What follows belongs to an exercise in optimizing a design on an open flow for small area and a short achievable clock period; a production flow would make more cautious choices. RTL that was checked went through simulation tests only; none was proved equivalent to the original. Only the layout flow was run in run 1; the RTL was not checked for function there. Power figures rest on the tool's default switching activity, not on a simulated workload.

==> flow/design.v, too long to show whole: its modules and the start of the top module <==
// module mult_top: 1340 lines
// module mult_fa: 10 lines
// module mult_bsel: 10 lines
// module mult_xnor: 7 lines
// module mult_or: 7 lines
// module mult_hai: 9 lines
// module mult_ha: 9 lines
module mult_top (
    input  logic               clk,
    input  logic               reset,
    input  logic               in_valid,
    input  mult_pkg::operand_t a,
    input  mult_pkg::operand_t b,
    output logic               out_valid,
    output mult_pkg::product_u product
);
  // ...
==> flow/flow/run.sh <==
#!/bin/bash
# Own layout flow: the standard layout (standard.sh, with its unchanged
# synthesis) plus a few extra ORFS make settings from flow/extra.txt, one
# VAR=value per line. Each step's full output goes to a log in this folder.
set -euo pipefail
EXTRA=()
while IFS= read -r l; do
  [[ -n "$l" && "$l" != \#* ]] && EXTRA+=("$l")
done < flow/extra.txt
# standard.sh passes its knobs on make's command line; ours go after them
sed 's#"${@:-finish}"#"${EXTRA[@]}" "${@:-finish}"#' standard.sh > own_standard.sh
( set -- synth; source ./own_standard.sh ) > synth.log 2>&1
( set -- finish; source ./own_standard.sh ) > layout.log 2>&1
test -f out/final.def
==> flow/flow/extra.txt <==
# port buffers: a plain buffer instead of the delay buffer buffer_ports picks
BUFFER_PORTS_ARGS=-buffer_cell sky130_fd_sc_hd__buf_2
==> flow/standard.sh <==
#!/bin/bash
# synth_recipe.tcl (not shown) runs the flow's synth.tcl, then flattens the netlist and writes it again
# the make line also repeats each setting of config.mk as NAME=value (left out here)
make -C /OpenROAD-flow-scripts/flow DESIGN_CONFIG=/design/flow/config.mk WORK_HOME=/design/flow/orfs CLKGATE_MAP_FILE= SYNTH_SCRIPT=/design/flow/synth_recipe.tcl "${@:-finish}"
==> flow/config.mk <==
export PLATFORM = sky130hd
export DESIGN_NAME = mult_top
export DESIGN_NICKNAME = mult_top
export VERILOG_FILES = /design/flow/design.v
export SDC_FILE = /design/flow/constraint.sdc
export NUM_CORES = 4
export LEC_CHECK = 0
export CAP_MARGIN = 20
export CORE_MARGIN = 2
export CORE_UTILIZATION = 40
export CTS_BUF_LIST = sky130_fd_sc_hd__clkbuf_4 sky130_fd_sc_hd__clkbuf_8
export PLACE_DENSITY = 0.6
export SETUP_SLACK_MARGIN = 5
export SLEW_MARGIN = 20
export SYNTH_HIERARCHICAL = 1
==> flow/constraint.sdc <==
create_clock -name core_clock -period 8.0 [get_ports {clk}]
set_input_delay 1.6000 -clock core_clock [delete_from_list [all_inputs] [get_ports {clk}]]
set_output_delay 1.6000 -clock core_clock [all_outputs]
set_load 0.01 [all_outputs]
==> run summary, run 1 <==
Multi-In Gates=764; die width=approximately 160 µm; Die Area=27100 µm²; reg2reg path depth=8; Max VDD drop=approximately 0.18 mV; Crit Path Class=reg -> reg; TritonRoute pass-1 iters=5; adder-cell area share of the yosys netlist=41.85%; cts hold-fix bufs=0; Leading cell kind=multi-input combinational cells; WL/cell=18.58 µm; Top FF cell, synth=dfxtp_1; kind of cell adding the most delay to the critical path=compound AO/OA/AOI/OAI gates; GRT busiest layer=met2; slowest stage cell, crit path=or4_4; multi-input logic area=7221 µm²; min cycle time layout=approximately 3000 ps; metal2 WL=11610 µm; CTS Buffer Depth=2; GRT Util Overall=20.48%; status=timing/DRC/antenna clean; fraction of registers with async set/reset=0%; most instantiated library cell after synthesis=nand2_1; PostCTS Resize Cnt=56; Avg Cell Area, Syn=around 10 µm²; fraction of area in multi-input gates=between 60% and 70%; slew margin rel.=47.44%; met1 usage=28.78%
==> inputs of run 2 (changes only) <==
--- a/flow/design.v
+++ b/flow/design.v
@@ -693,23 +693,20 @@
     logic s413;
     logic c414;
     logic s415;
     logic c416;
     logic s417;
     logic c418;
     logic s419;
     logic c420;
-    logic m1_7_0;
-    logic m1_7_1;
-    logic m1_7_2;
-    logic m1_7_3;
     logic m1_8_0;
     logic m1_8_1;
     logic m1_8_2;
+    logic m1_8_3;
     logic m1_9_0;
     logic m1_9_1;
     logic m1_9_2;
     logic m1_10_0;
     logic m1_10_1;
     logic m1_10_2;
     logic m1_11_0;
     logic m1_11_1;
@@ -764,19 +761,19 @@
     logic m1_27_2;
     logic m1_28_0;
     logic m1_28_1;
     logic m1_28_2;
     logic m1_29_0;
     logic m1_29_1;
     logic m1_29_2;
     logic m1_30_0;
-    logic [7:0] lo_w, lo_q;
-    logic [8:0] lo_t;
-    logic [25:0] hi_w;
+    logic [8:0] lo_w, lo_q;
+    logic [9:0] lo_t;
+    logic [24:0] hi_w;
     always_ff @(posedge clk) begin
         a_r <= a;
         b_r <= b;
     end
     always_ff @(posedge clk) begin
         if (reset) begin
             v         <= '0;
             out_valid <= 1'b0;
@@ -1238,19 +1235,19 @@
     mult_fa u_s361 (.x(pp_15_12), .y(c308), .z(s311), .s(s361), .c(c362));
     mult_fa u_s363 (.x(pp_13_15), .y(pp_14_14), .z(pp_15_13), .s(s363), .c(c364));
     mult_xnor u_s365 (.x(pp_0_2), .y(pp_1_1), .s(s365));
     mult_or u_c366 (.x(pp_0_2), .y(pp_1_1), .c(c366));
     mult_fa u_s367 (.x(pp_2_1), .y(pp_3_0), .z(s313), .s(s367), .c(c368));
     mult_fa u_s369 (.x(c314), .y(s221), .z(s315), .s(s369), .c(c370));
     mult_fa u_s371 (.x(c316), .y(s223), .z(s317), .s(s371), .c(c372));
     mult_fa u_s373 (.x(c318), .y(s229), .z(s319), .s(s373), .c(c374));
-    assign lo_t = {1'b0, c372, c370, c368, c366, pp_2_0, pp_0_1, pp_0_0, 1'b1} + {1'b0, s373, s371, s369, s367, s365, pp_1_0, 1'b1, 1'b1};
-    assign lo_w = lo_t[8:1];
-    mult_fa u_s375 (.x(m1_7_0), .y(m1_7_1), .z(m1_7_2), .s(s375), .c(c376));
+    mult_fa u_s375 (.x(c320), .y(s233), .z(s321), .s(s375), .c(c376));
+    assign lo_t = {1'b0, c374, c372, c370, c368, c366, pp_2_0, pp_0_1, pp_0_0, 1'b1} + {1'b0, s375, s373, s371, s369, s367, s365, pp_1_0, 1'b1, 1'b1};
+    assign lo_w = lo_t[9:1];
     mult_fa u_s377 (.x(m1_8_0), .y(m1_8_1), .z(m1_8_2), .s(s377), .c(c378));
     mult_fa u_s379 (.x(m1_9_0), .y(m1_9_1), .z(m1_9_2), .s(s379), .c(c380));
     mult_fa u_s381 (.x(m1_10_0), .y(m1_10_1), .z(m1_10_2), .s(s381), .c(c382));
     mult_fa u_s383 (.x(m1_11_0), .y(m1_11_1), .z(m1_11_2), .s(s383), .c(c384));
     mult_fa u_s385 (.x(m1_12_0), .y(m1_12_1), .z(m1_12_2), .s(s385), .c(c386));
     mult_fa u_s387 (.x(m1_13_0), .y(m1_13_1), .z(m1_13_2), .s(s387), .c(c388));
     mult_fa u_s389 (.x(m1_14_0), .y(m1_14_1), .z(m1_14_2), .s(s389), .c(c390));
     mult_fa u_s391 (.x(m1_15_0), .y(m1_15_1), .z(m1_15_2), .s(s391), .c(c392));
@@ -1263,28 +1260,25 @@
     mult_fa u_s405 (.x(m1_22_0), .y(m1_22_1), .z(m1_22_2), .s(s405), .c(c406));
     mult_fa u_s407 (.x(m1_23_0), .y(m1_23_1), .z(m1_23_2), .s(s407), .c(c408));
     mult_fa u_s409 (.x(m1_24_0), .y(m1_24_1), .z(m1_24_2), .s(s409), .c(c410));
     mult_fa u_s411 (.x(m1_25_0), .y(m1_25_1), .z(m1_25_2), .s(s411), .c(c412));
     mult_fa u_s413 (.x(m1_26_0), .y(m1_26_1), .z(m1_26_2), .s(s413), .c(c414));
     mult_fa u_s415 (.x(m1_27_0), .y(m1_27_1), .z(m1_27_2), .s(s415), .c(c416));
     mult_fa u_s417 (.x(m1_28_0), .y(m1_28_1), .z(m1_28_2), .s(s417), .c(c418));
     mult_fa u_s419 (.x(m1_29_0), .y(m1_29_1), .z(m1_29_2), .s(s419), .c(c420));
-    assign hi_w = {1'b1, m1_30_0, c418, c416, c414, c412, c410, c408, c406, c404, c402, c400, c398, c396, c394, c392, c390, c388, c386, c384, c382, c380, c378, c376, m1_7_3, lo_q[7]} + {1'b1, c420, s419, s417, s415, s413, s411, s409, s407, s405, s403, s401, s399, s397, s395, s393, s391, s389, s387, s385, s383, s381, s379, s377, s375, lo_q[7]};
-    assign sum_w[6:0] = ~lo_q[6:0];
-    assign sum_w[31:7] = ~hi_w[25:1];
+    assign hi_w = {1'b1, m1_30_0, c418, c416, c414, c412, c410, c408, c406, c404, c402, c400, c398, c396, c394, c392, c390, c388, c386, c384, c382, c380, c378, m1_8_3, lo_q[8]} + {1'b1, c420, s419, s417, s415, s413, s411, s409, s407, s405, s403, s401, s399, s397, s395, s393, s391, s389, s387, s385, s383, s381, s379, s377, lo_q[8]};
+    assign sum_w[7:0] = ~lo_q[7:0];
+    assign sum_w[31:8] = ~hi_w[24:1];
     always_ff @(posedge clk) begin
         lo_q <= lo_w;
-        m1_7_0 <= c320;
-        m1_7_1 <= s233;
-        m1_7_2 <= s321;
-        m1_7_3 <= c374;
         m1_8_0 <= c322;
         m1_8_1 <= s237;
         m1_8_2 <= s323;
+        m1_8_3 <= c376;
         m1_9_0 <= s241;
         m1_9_1 <= c324;
         m1_9_2 <= s325;
         m1_10_0 <= s245;
         m1_10_1 <= c326;
         m1_10_2 <= s327;
         m1_11_0 <= c328;
         m1_11_1 <= s249;
==> run summary, run 2 <==
status=timing/DRC/antenna clean (unchanged); HPWL Detailed=18040 µm (was 18810 µm); I/O Buffers=67 (unchanged); Commonest cells post-synth=nand2_1, fa_1, dfxtp_1 (unchanged); most instantiated library cell after synthesis=nand2_1 (unchanged); fin cells=1373 (was 1392); FMAX=0.3381 GHz (was 0.3338 GHz); Largest regs=product: 32 flops, a_r: 16 flops, b_r: 16 flops (unchanged); Fin. Hold Viols=0 (unchanged); share of layout cells above drive strength 1=19.08% (was 19.59%); Tcrit/Tclk final=36.97% (was 37.45%); clk slew on worst S/H paths=100 ps (about the same); Max-cap violations=0 (unchanged); Clk Tree Root Cell=clkbuf_8 (unchanged); fraction of registers with async set/reset=0% (unchanged); pwr dens=391.7 nW/µm² (was 386.9 nW/µm²); RSZ-0062 raised after global routing=yes (unchanged); I/O pins=68 (unchanged); Final Skew=16.24 ps (was 18.36 ps); vias in the first global route=7514 (was 7725); Synth cell types=60 (was 49); Tightest Pin Transition=920.2 ps (was 788.5 ps); Chip Height=164.3 µm (was 164.6 µm); leakage power=4.405 nW (was 4.409 nW); Setup-failing EPs final=0 (unchanged); Iteration-0 DRC Markers=515 (was 425); Post-synth EDFFs=0 (unchanged); WHS=398.9 ps (was 413.5 ps); Worst setup EP type=flip-flop (unchanged); Biggest register=product (unchanged); Worst Setup SP=a_r[3] (was m1_9_1); cts hold-fix bufs=0 (unchanged); Seq/Total Area, Yosys=28.05% (was 28.32%); dpl cells=1303 (was 1320); CTS tree=yes (unchanged); Die Area=26990 µm² (was 27100 µm²); slew margin rel.=38.65% (was 47.44%); Max VDD drop=0.2138 mV (was 0.1831 mV); top-area cell type share of the netlist area=38.37% (was 38.21%); max FFs per register=32 (unchanged); Congestion Overflow GR=0 (unchanged); area delta synth->final=13.28% (was 14.18%); Crit Path Class=reg -> reg (unchanged); htree depth=4 (unchanged); initial antenna violation count=0 (unchanged); Final Slew Violations=0 (unchanged); DRC=0 (unchanged); Ys Warns=7 (unchanged); Antenna Cells=0 (unchanged); die width=164.3 µm (was 164.6 µm); arrival time at the worst endpoint=3280 ps (was 3330 ps); Routability Congestion=0.8476 (was 0.8530); PnR worst setup slack=5043 ps (was 5004 ps); WL/cell=18.65 µm (was 18.58 µm); vias post-DR=7069 (was 7217); final core utilization=46.24% (was 46.67%); commonest non-fill, non-tap cell in the layout=nand2_1 (unchanged); most frequent cells in the layout=nand2_1, fa_1, dfxtp_1 (unchanged); CTS Buffer Depth=2 (unchanged); num rows=58 (unchanged); Initial Util=40.82% (was 40.87%); clk sink count=144 (was 146); Cell Area, Synth=10280 µm² (was 10320 µm²); GRT Util Overall=20.21% (was 20.48%); Final ANT Viol Nets=0 (unchanged); cells after synthesis=985 (was 1001); Post-Route WL=25600 µm (was 25860 µm); first-pass GRT wire length=41080 µm (was 42030 µm); multi-input logic area=7133 µm² (was 7221 µm²); Synth area leaders=fa_1, dfxtp_1, nand2_1, ha_1, clkbuf_1 (unchanged); worst r2r src=a_r[3] (was m1_9_1); CP Max Fanout=6 (was 4); Critical Path Start Type=flip-flop (unchanged); largest net degree at the start of global routing=52 (was 61); core area=25180 µm² (was 25250 µm²); Hold Crit Start=lo_q[3] (was lo_q[6]); vias per cell=5.149 (was 5.185); syn nets=1247 (was 1263); Avg Cell Area, Syn=10.44 µm² (was 10.31 µm²); WP data required=8330 ps (about the same); Top FF cell, synth=dfxtp_1 (unchanged); pre-CTS setup slack=4572 ps (was 4516 ps); number of CTS-inserted buffers=17 (unchanged); setup_tns=0 ps (unchanged); worst hold path class=reg -> reg (unchanged); #FFs+latches synth=144 (was 146); Reg area=2994 µm² (was 3025 µm²); TritonRoute pass-1 iters=5 (unchanged); fin nets=1292 (was 1312); Fill cells=2352 (was 2361); Yosys top cell by area=fa_1 (unchanged); min cycle time layout=2957 ps (was 2996 ps); worst skew pair latency=460 ps (was 450 ps)
==> run 2: changes by cell type after synthesis, sizes merged, moves of 4 or more <==
cell	before	now
clkbuf	75	69
mux2i	7	2
o211ai	7	2
o21ai	17	21
buf	3	10
nand2	284	272
nor3	2	7
nor2	46	36
==> run 2: Yosys stat by module (local to each module, per instance) <==
module / cells / copies in the design
mult_fa: 1 / 195
mult_top: 760 / 1
mult_xnor: 1 / 15
mult_or: 1 / 15
==> run 2: critical path: stages (launching register included) <==
cell and delay (ps):
dfxtp_4 410, buf_4 130, nand2_1 70, fa_2 350, fa_1 560, fa_1 450, fa_2 380, fa_1 460
==> run 2: cells by family (layout without fill, tap and decap cells) <==
| family | after synthesis | count (layout) | synth area share, % |
|---|---|---|---|
| simple gates | 358 | 358 | 14.33 |
| fa+ha+maj | 227 | 227 | 42.02 |
| flops | 144 | 144 | 28.05 |
| compound gates | 127 | 127 | 9.020 |
| buf+inv | 92 | 150 | 3.408 |
| xor+xnor | 35 | 35 | 2.982 |
| mux | 2 | 2 | 0.1948 |
==> run 2: timing repair <==
item / 4_1_cts / 5_1_grt
cloned: 0 / 0
setup buffers: 24 / 14
gates resized for setup: 52 / 24
pin swaps: 0 / 9
endpoints found under the setup margin: 36 / 21
==> run 2: power breakdown <==
group / switching [mW] / internal, mW / total, mW
clock: 0.326 / 0.233 / 0.559
combinational: 1.67 / 1.29 / 2.96
sequential: 0.137 / 0.908 / 1.04
total: 2.13 / 2.43 / 4.56
==> run 2: final cells by class <==
type / count / area share (%)
multi-input cells: 749 / 61.26
clock buffers: 18 / 2.128
well taps: 330 / 3.546
clock inverters: 14 / 1.032
inverters: 13 / 0.4191
flip-flops and latches: 144 / 25.71
repair buffers: 105 / 5.899
==> run 2: final timing paths <==
kind / end / slack (ps) / cells past startpoint
max: m1_17_2 / 5040 / 7
min: product[3] / 400 / 1
max reg2reg: m1_17_2 / 5040 / 7
min reg2reg: product[3] / 400 / 1
==> run 2: per-layer routing <==
metal  vias to the layer above  wire, µm  GRT usage (%)
met2                       271     11510          31.21
met4                         0       420          5.901
met5                         -         0              0
met1                      3528     11520          27.25
met3                        28      2153          6.540
li1                       3242         -              -
==> run 2: stage by stage <==
stage                     total power, mW  cell area, µm²
after global placement              3.850           10740
after CTS                           4.486           11410
after detailed placement            3.880           10740
final                               4.561           11640
after global routing                4.983           11640
after floorplan                     3.210           10380

separate check: timing with driven ports:
No port has a modelled driver above. Below, the same layouts with a new extraction and two added sets of constraints. Step 1 (the two cells are an assumption about what drives the block):
set clk [get_ports {clk}]
set_driving_cell -lib_cell sky130_fd_sc_hd__clkbuf_16 $clk
set_driving_cell -lib_cell sky130_fd_sc_hd__buf_2 [delete_from_list [all_inputs] $clk]
Step 2 moves the port delays by t, midway between the first and last clock arrival at a register: inputs arrive t later, outputs are due t later. That takes back most of the time a late clock gives input paths. a / b / c = ideal / step 1 / step 2; a / b = the first two.
run | t (ns) | setup slack, ns | worst hold slack (ns)
run 1 | 0.490 | 5.004 / 5.004 / 5.004 | 0.414 / 0.414 / 0.414
run 2 | 0.493 | 5.043 / 5.043 / 4.889 | 0.399 / 0.399 / 0.399
After both steps setup and hold are still met in every run listed. For run 2, which loses most, drivers alone change the setup slack by 0.000 ns; drivers and shift together by -0.154 ns.
